From an optimization exercise on the open Yosys and OpenROAD flow, aimed at small area; shortcuts taken in it are not production practice.
Only simulation tests tie the RTL to the original design; equivalence was not proved.

## run 1
==> flow/design.v <==
`default_nettype none
package scm_pkg;
  localparam int SCM_ADDR_WIDTH = 6;
  localparam int SCM_DATA_WIDTH = 64;
  localparam int NUM_ROWS       = 2 ** SCM_ADDR_WIDTH;
endpackage
`default_nettype wire
`default_nettype none
module scm_row_en (
  input  logic EN,
  input  logic TE,
  output logic WEN,
  output logic WEN_N
);
  assign WEN   = EN | TE;
  assign WEN_N = ~(EN | TE);
endmodule
module scm_bit_nxt (
  input  logic Q,
  input  logic D,
  input  logic WEN,
  input  logic WEN_N,
  output logic NXT
);
  assign NXT = (Q | WEN) & (D | WEN_N);
endmodule
module scm_rd3 (
  input  logic A0, S0,
  input  logic A1, S1,
  input  logic A2, S2,
  output logic Y_N
);
  assign Y_N = ~((A0 & S0) | (A1 & S1) | (A2 & S2));
endmodule
module scm_nand4 (
  input  logic A, B, C, D,
  output logic Y
);
  assign Y = ~(A & B & C & D);
endmodule
module scm_nand3 (
  input  logic A, B, C,
  output logic Y
);
  assign Y = ~(A & B & C);
endmodule
module scm_nand2 (
  input  logic A, B,
  output logic Y
);
  assign Y = ~(A & B);
endmodule
module scm_nor2 (
  input  logic A, B,
  output logic Y
);
  assign Y = ~(A | B);
endmodule
`default_nettype wire
`default_nettype none
module scm_65 #(
  parameter int ADDR_WIDTH = scm_pkg::SCM_ADDR_WIDTH,
  parameter int DATA_WIDTH = scm_pkg::SCM_DATA_WIDTH
) (
  input  logic                  CLK,
  input  logic                  RST_N,
  input  logic [DATA_WIDTH-1:0] DIN,
  input  logic [ADDR_WIDTH-1:0] RADDR,
  input  logic                  RE,
  input  logic                  SE,
  input  logic [ADDR_WIDTH-1:0] WADDR,
  input  logic                  WE,
  output logic [DATA_WIDTH-1:0] DOUT
);
  localparam int ROWS  = 2 ** ADDR_WIDTH;
  localparam int TERMS = ROWS + 1;
  localparam int GRPS  = (TERMS + 2) / 3;
  logic [DATA_WIDTH-1:0]             r_dout;
  logic [TERMS-1:0][DATA_WIDTH-1:0]  w_term;
  logic [TERMS-1:0]                  w_tsel;
  logic [GRPS-2:0][DATA_WIDTH-1:0]   w_grp_n;
  logic [DATA_WIDTH-1:0][1:0]        w_last_n;
  logic [DATA_WIDTH-1:0]             w_rd_data;
  generate
    for (genvar i = 0; i < ROWS; i++) begin : g_row
      logic                  w_en;
      logic                  w_en_n;
      logic [DATA_WIDTH-1:0] w_nxt;
      logic [DATA_WIDTH-1:0] r_row;
      scm_row_en u_en (
        .EN    (WE && (WADDR == ADDR_WIDTH'(i))),
        .TE    (SE),
        .WEN   (w_en),
        .WEN_N (w_en_n)
      );
      for (genvar b = 0; b < DATA_WIDTH; b++) begin : g_bit
        scm_bit_nxt u_nxt (
          .Q     (r_row[b]),
          .D     (DIN[b]),
          .WEN   (w_en),
          .WEN_N (w_en_n),
          .NXT   (w_nxt[b])
        );
      end
      always_ff @(posedge CLK) begin
        r_row <= w_nxt;
      end
      assign w_term[i] = r_row;
      assign w_tsel[i] = RE && (RADDR == ADDR_WIDTH'(i));
    end
    assign w_term[ROWS] = r_dout;
    assign w_tsel[ROWS] = !RE;
    for (genvar g = 0; g < GRPS; g++) begin : g_grp
      for (genvar b = 0; b < DATA_WIDTH; b++) begin : g_bit
        if (3 * g + 2 < TERMS) begin : g_rd3
          scm_rd3 u_rd (
            .A0  (w_term[3*g][b]),   .S0 (w_tsel[3*g]),
            .A1  (w_term[3*g+1][b]), .S1 (w_tsel[3*g+1]),
            .A2  (w_term[3*g+2][b]), .S2 (w_tsel[3*g+2]),
            .Y_N (w_grp_n[g][b])
          );
        end else begin : g_rd2
          scm_nand2 u_rd_a (.A (w_term[3*g][b]),   .B (w_tsel[3*g]),   .Y (w_last_n[b][0]));
          scm_nand2 u_rd_b (.A (w_term[3*g+1][b]), .B (w_tsel[3*g+1]), .Y (w_last_n[b][1]));
        end
      end
    end
  endgenerate
  generate
    for (genvar b = 0; b < DATA_WIDTH; b++) begin : g_tree
      logic [5:0] w_l1;
      logic [2:0] w_l2_n;
      for (genvar k = 0; k < 5; k++) begin : g_l1
        scm_nand4 u_n4 (
          .A (w_grp_n[4*k][b]),   .B (w_grp_n[4*k+1][b]),
          .C (w_grp_n[4*k+2][b]), .D (w_grp_n[4*k+3][b]),
          .Y (w_l1[k])
        );
      end
      scm_nand3 u_n3l (.A (w_grp_n[20][b]), .B (w_last_n[b][0]), .C (w_last_n[b][1]), .Y (w_l1[5]));
      for (genvar k = 0; k < 3; k++) begin : g_l2
        scm_nor2 u_o2 (.A (w_l1[2*k]), .B (w_l1[2*k+1]), .Y (w_l2_n[k]));
      end
      scm_nand3 u_n3 (.A (w_l2_n[0]), .B (w_l2_n[1]), .C (w_l2_n[2]), .Y (w_rd_data[b]));
    end
  endgenerate
  always_ff @(posedge CLK or negedge RST_N) begin
    if (!RST_N) r_dout <= '0;
    else        r_dout <= w_rd_data;
  end
  assign DOUT = r_dout;
endmodule
`default_nettype wire
clock: 4.5 ns
lec_check: 0
cap_margin: 20
core_margin: 2
core_utilization: 40
gpl_timing_driven: 1
slew_margin: 20
synth_hierarchical: 1
standard.sh (not shown) runs the stock make flow with config.mk's settings and CLKGATE_MAP_FILE= SYNTH_SCRIPT=/design/flow/synth_recipe.tcl, a recipe that flattens the netlist after the stock synthesis.
==> flow/flow/run.sh <==
#!/bin/bash
# Own layout flow: the standard layout (standard.sh) with these changes.
#  * Global placement and placement repair may not use the largest buffers
#    and inverters, which repair otherwise picks for the row and column nets
#    of the array (pre_place.tcl).
#  * Ports are buffered with buf_2 instead of the default delay buffer.
#  * CTS: no dummy loads, clkbuf_8 leaf buffers over clusters of up to 16
#    sinks within 60 um, clkbuf_4 above them.
# standard.sh's output goes to standard.log here; ORFS's own per-step logs
# stay under orfs/logs.
set -euo pipefail
here=$(cd "$(dirname "${BASH_SOURCE[0]}")" && pwd)
export PRE_GLOBAL_PLACE_TCL="$here/pre_place.tcl"
export PRE_RESIZE_TCL="$here/pre_place.tcl"
export BUFFER_PORTS_ARGS="-buffer_cell sky130_fd_sc_hd__buf_2"
export CTS_ARGS="-sink_clustering_enable -repair_clock_nets -dont_use_dummy_load -buf_list {sky130_fd_sc_hd__clkbuf_4 sky130_fd_sc_hd__clkbuf_8} -sink_clustering_buffer sky130_fd_sc_hd__clkbuf_8 -tree_buf sky130_fd_sc_hd__clkbuf_4 -sink_clustering_size 16 -sink_clustering_max_diameter 60"
bash standard.sh > standard.log 2>&1
==> flow/flow/pre_place.tcl <==
set_dont_use {sky130_fd_sc_hd__buf_6 sky130_fd_sc_hd__buf_8 sky130_fd_sc_hd__buf_12 sky130_fd_sc_hd__buf_16 sky130_fd_sc_hd__bufbuf_* sky130_fd_sc_hd__clkbuf_8 sky130_fd_sc_hd__clkbuf_16 sky130_fd_sc_hd__inv_6 sky130_fd_sc_hd__inv_8 sky130_fd_sc_hd__inv_12 sky130_fd_sc_hd__inv_16 sky130_fd_sc_hd__clkinv_8 sky130_fd_sc_hd__clkinv_16}
Changes in run 2 relative to run 1:
--- a/flow/design.v
+++ b/flow/design.v
@@ -28,12 +28,19 @@
   input  logic A0, S0,
   input  logic A1, S1,
   input  logic A2, S2,
   output logic Y_N
 );
   assign Y_N = ~((A0 & S0) | (A1 & S1) | (A2 & S2));
+endmodule
+module scm_rd2 (
+  input  logic A0, S0,
+  input  logic A1, S1,
+  output logic Y_N
+);
+  assign Y_N = ~((A0 & S0) | (A1 & S1));
 endmodule
 module scm_nand4 (
   input  logic A, B, C, D,
   output logic Y
 );
   assign Y = ~(A & B & C & D);
@@ -75,14 +82,13 @@
   localparam int ROWS  = 2 ** ADDR_WIDTH;
   localparam int TERMS = ROWS + 1;
   localparam int GRPS  = (TERMS + 2) / 3;
   logic [DATA_WIDTH-1:0]             r_dout;
   logic [TERMS-1:0][DATA_WIDTH-1:0]  w_term;
   logic [TERMS-1:0]                  w_tsel;
-  logic [GRPS-2:0][DATA_WIDTH-1:0]   w_grp_n;
-  logic [DATA_WIDTH-1:0][1:0]        w_last_n;
+  logic [GRPS-1:0][DATA_WIDTH-1:0]   w_grp_n;
   logic [DATA_WIDTH-1:0]             w_rd_data;
   generate
     for (genvar i = 0; i < ROWS; i++) begin : g_row
       logic                  w_en;
       logic                  w_en_n;
       logic [DATA_WIDTH-1:0] w_nxt;
@@ -117,14 +123,17 @@
             .A0  (w_term[3*g][b]),   .S0 (w_tsel[3*g]),
             .A1  (w_term[3*g+1][b]), .S1 (w_tsel[3*g+1]),
             .A2  (w_term[3*g+2][b]), .S2 (w_tsel[3*g+2]),
             .Y_N (w_grp_n[g][b])
           );
         end else begin : g_rd2
-          scm_nand2 u_rd_a (.A (w_term[3*g][b]),   .B (w_tsel[3*g]),   .Y (w_last_n[b][0]));
-          scm_nand2 u_rd_b (.A (w_term[3*g+1][b]), .B (w_tsel[3*g+1]), .Y (w_last_n[b][1]));
+          scm_rd2 u_rd (
+            .A0  (w_term[3*g][b]),   .S0 (w_tsel[3*g]),
+            .A1  (w_term[3*g+1][b]), .S1 (w_tsel[3*g+1]),
+            .Y_N (w_grp_n[g][b])
+          );
         end
       end
     end
   endgenerate
   generate
     for (genvar b = 0; b < DATA_WIDTH; b++) begin : g_tree
@@ -134,13 +143,13 @@
         scm_nand4 u_n4 (
           .A (w_grp_n[4*k][b]),   .B (w_grp_n[4*k+1][b]),
           .C (w_grp_n[4*k+2][b]), .D (w_grp_n[4*k+3][b]),
           .Y (w_l1[k])
         );
       end
-      scm_nand3 u_n3l (.A (w_grp_n[20][b]), .B (w_last_n[b][0]), .C (w_last_n[b][1]), .Y (w_l1[5]));
+      scm_nand2 u_n2 (.A (w_grp_n[20][b]), .B (w_grp_n[21][b]), .Y (w_l1[5]));
       for (genvar k = 0; k < 3; k++) begin : g_l2
         scm_nor2 u_o2 (.A (w_l1[2*k]), .B (w_l1[2*k+1]), .Y (w_l2_n[k]));
       end
       scm_nand3 u_n3 (.A (w_l2_n[0]), .B (w_l2_n[1]), .C (w_l2_n[2]), .Y (w_rd_data[b]));
     end
   endgenerate
==> comparison <==
- For run 2, the end point of the critical path was r_dout[18], unlike run 1, where it was r_dout[50].
- Having completed the whole flow, run 2 delivered a layout that passed the timing, DRC and antenna checks.
- In the reports for run 1 and run 2, the smaller synthesized cell count belongs to run 2.
- The faster design of the two is run 2; run 1 tops out lower.
- Delta (run 2 minus run 1): sequential-to-total area share from yosys stat stayed essentially flat, DRC marker count from the first detailed-route iteration fell by 2096, part of the cycle the worst path needs fell by 4.4 points.
- Run 1 → run 2: effective utilization at floorplan flat; post-detailed-placement cell area stayed essentially flat; compound-cell area share of the yosys netlist went up 0.52 points.

## what the ideal ports hide
No port has a modelled driver above. Below, the same layouts with a new extraction and two added sets of constraints. Step 1 sets driving cells, clkbuf_16 on the clock port and buf_2 on the other inputs (assumed; they add their load-dependent delay and slew). Step 2 times the ports against the registers' clock, not the clock port: input delays grow and output delays shrink by t, the midpoint of the rising clock arrivals with the driver on. a / b / c = no drivers / after step 1 / after step 2; a / b = the first two.
run | t, ns | setup slack, ns | worst slew at a driven data input, ns
run 1 | 1.354 | 0.739 / 0.827 / -0.527 | 0.18
run 2 | 1.355 | 0.939 / 0.876 / -0.480 | 0.21
With both steps, setup timing fails in run 1 and run 2, where it was met with ideal ports. For run 2, which loses most, drivers alone change the setup slack by -0.063 ns; drivers and shift together by -1.419 ns.
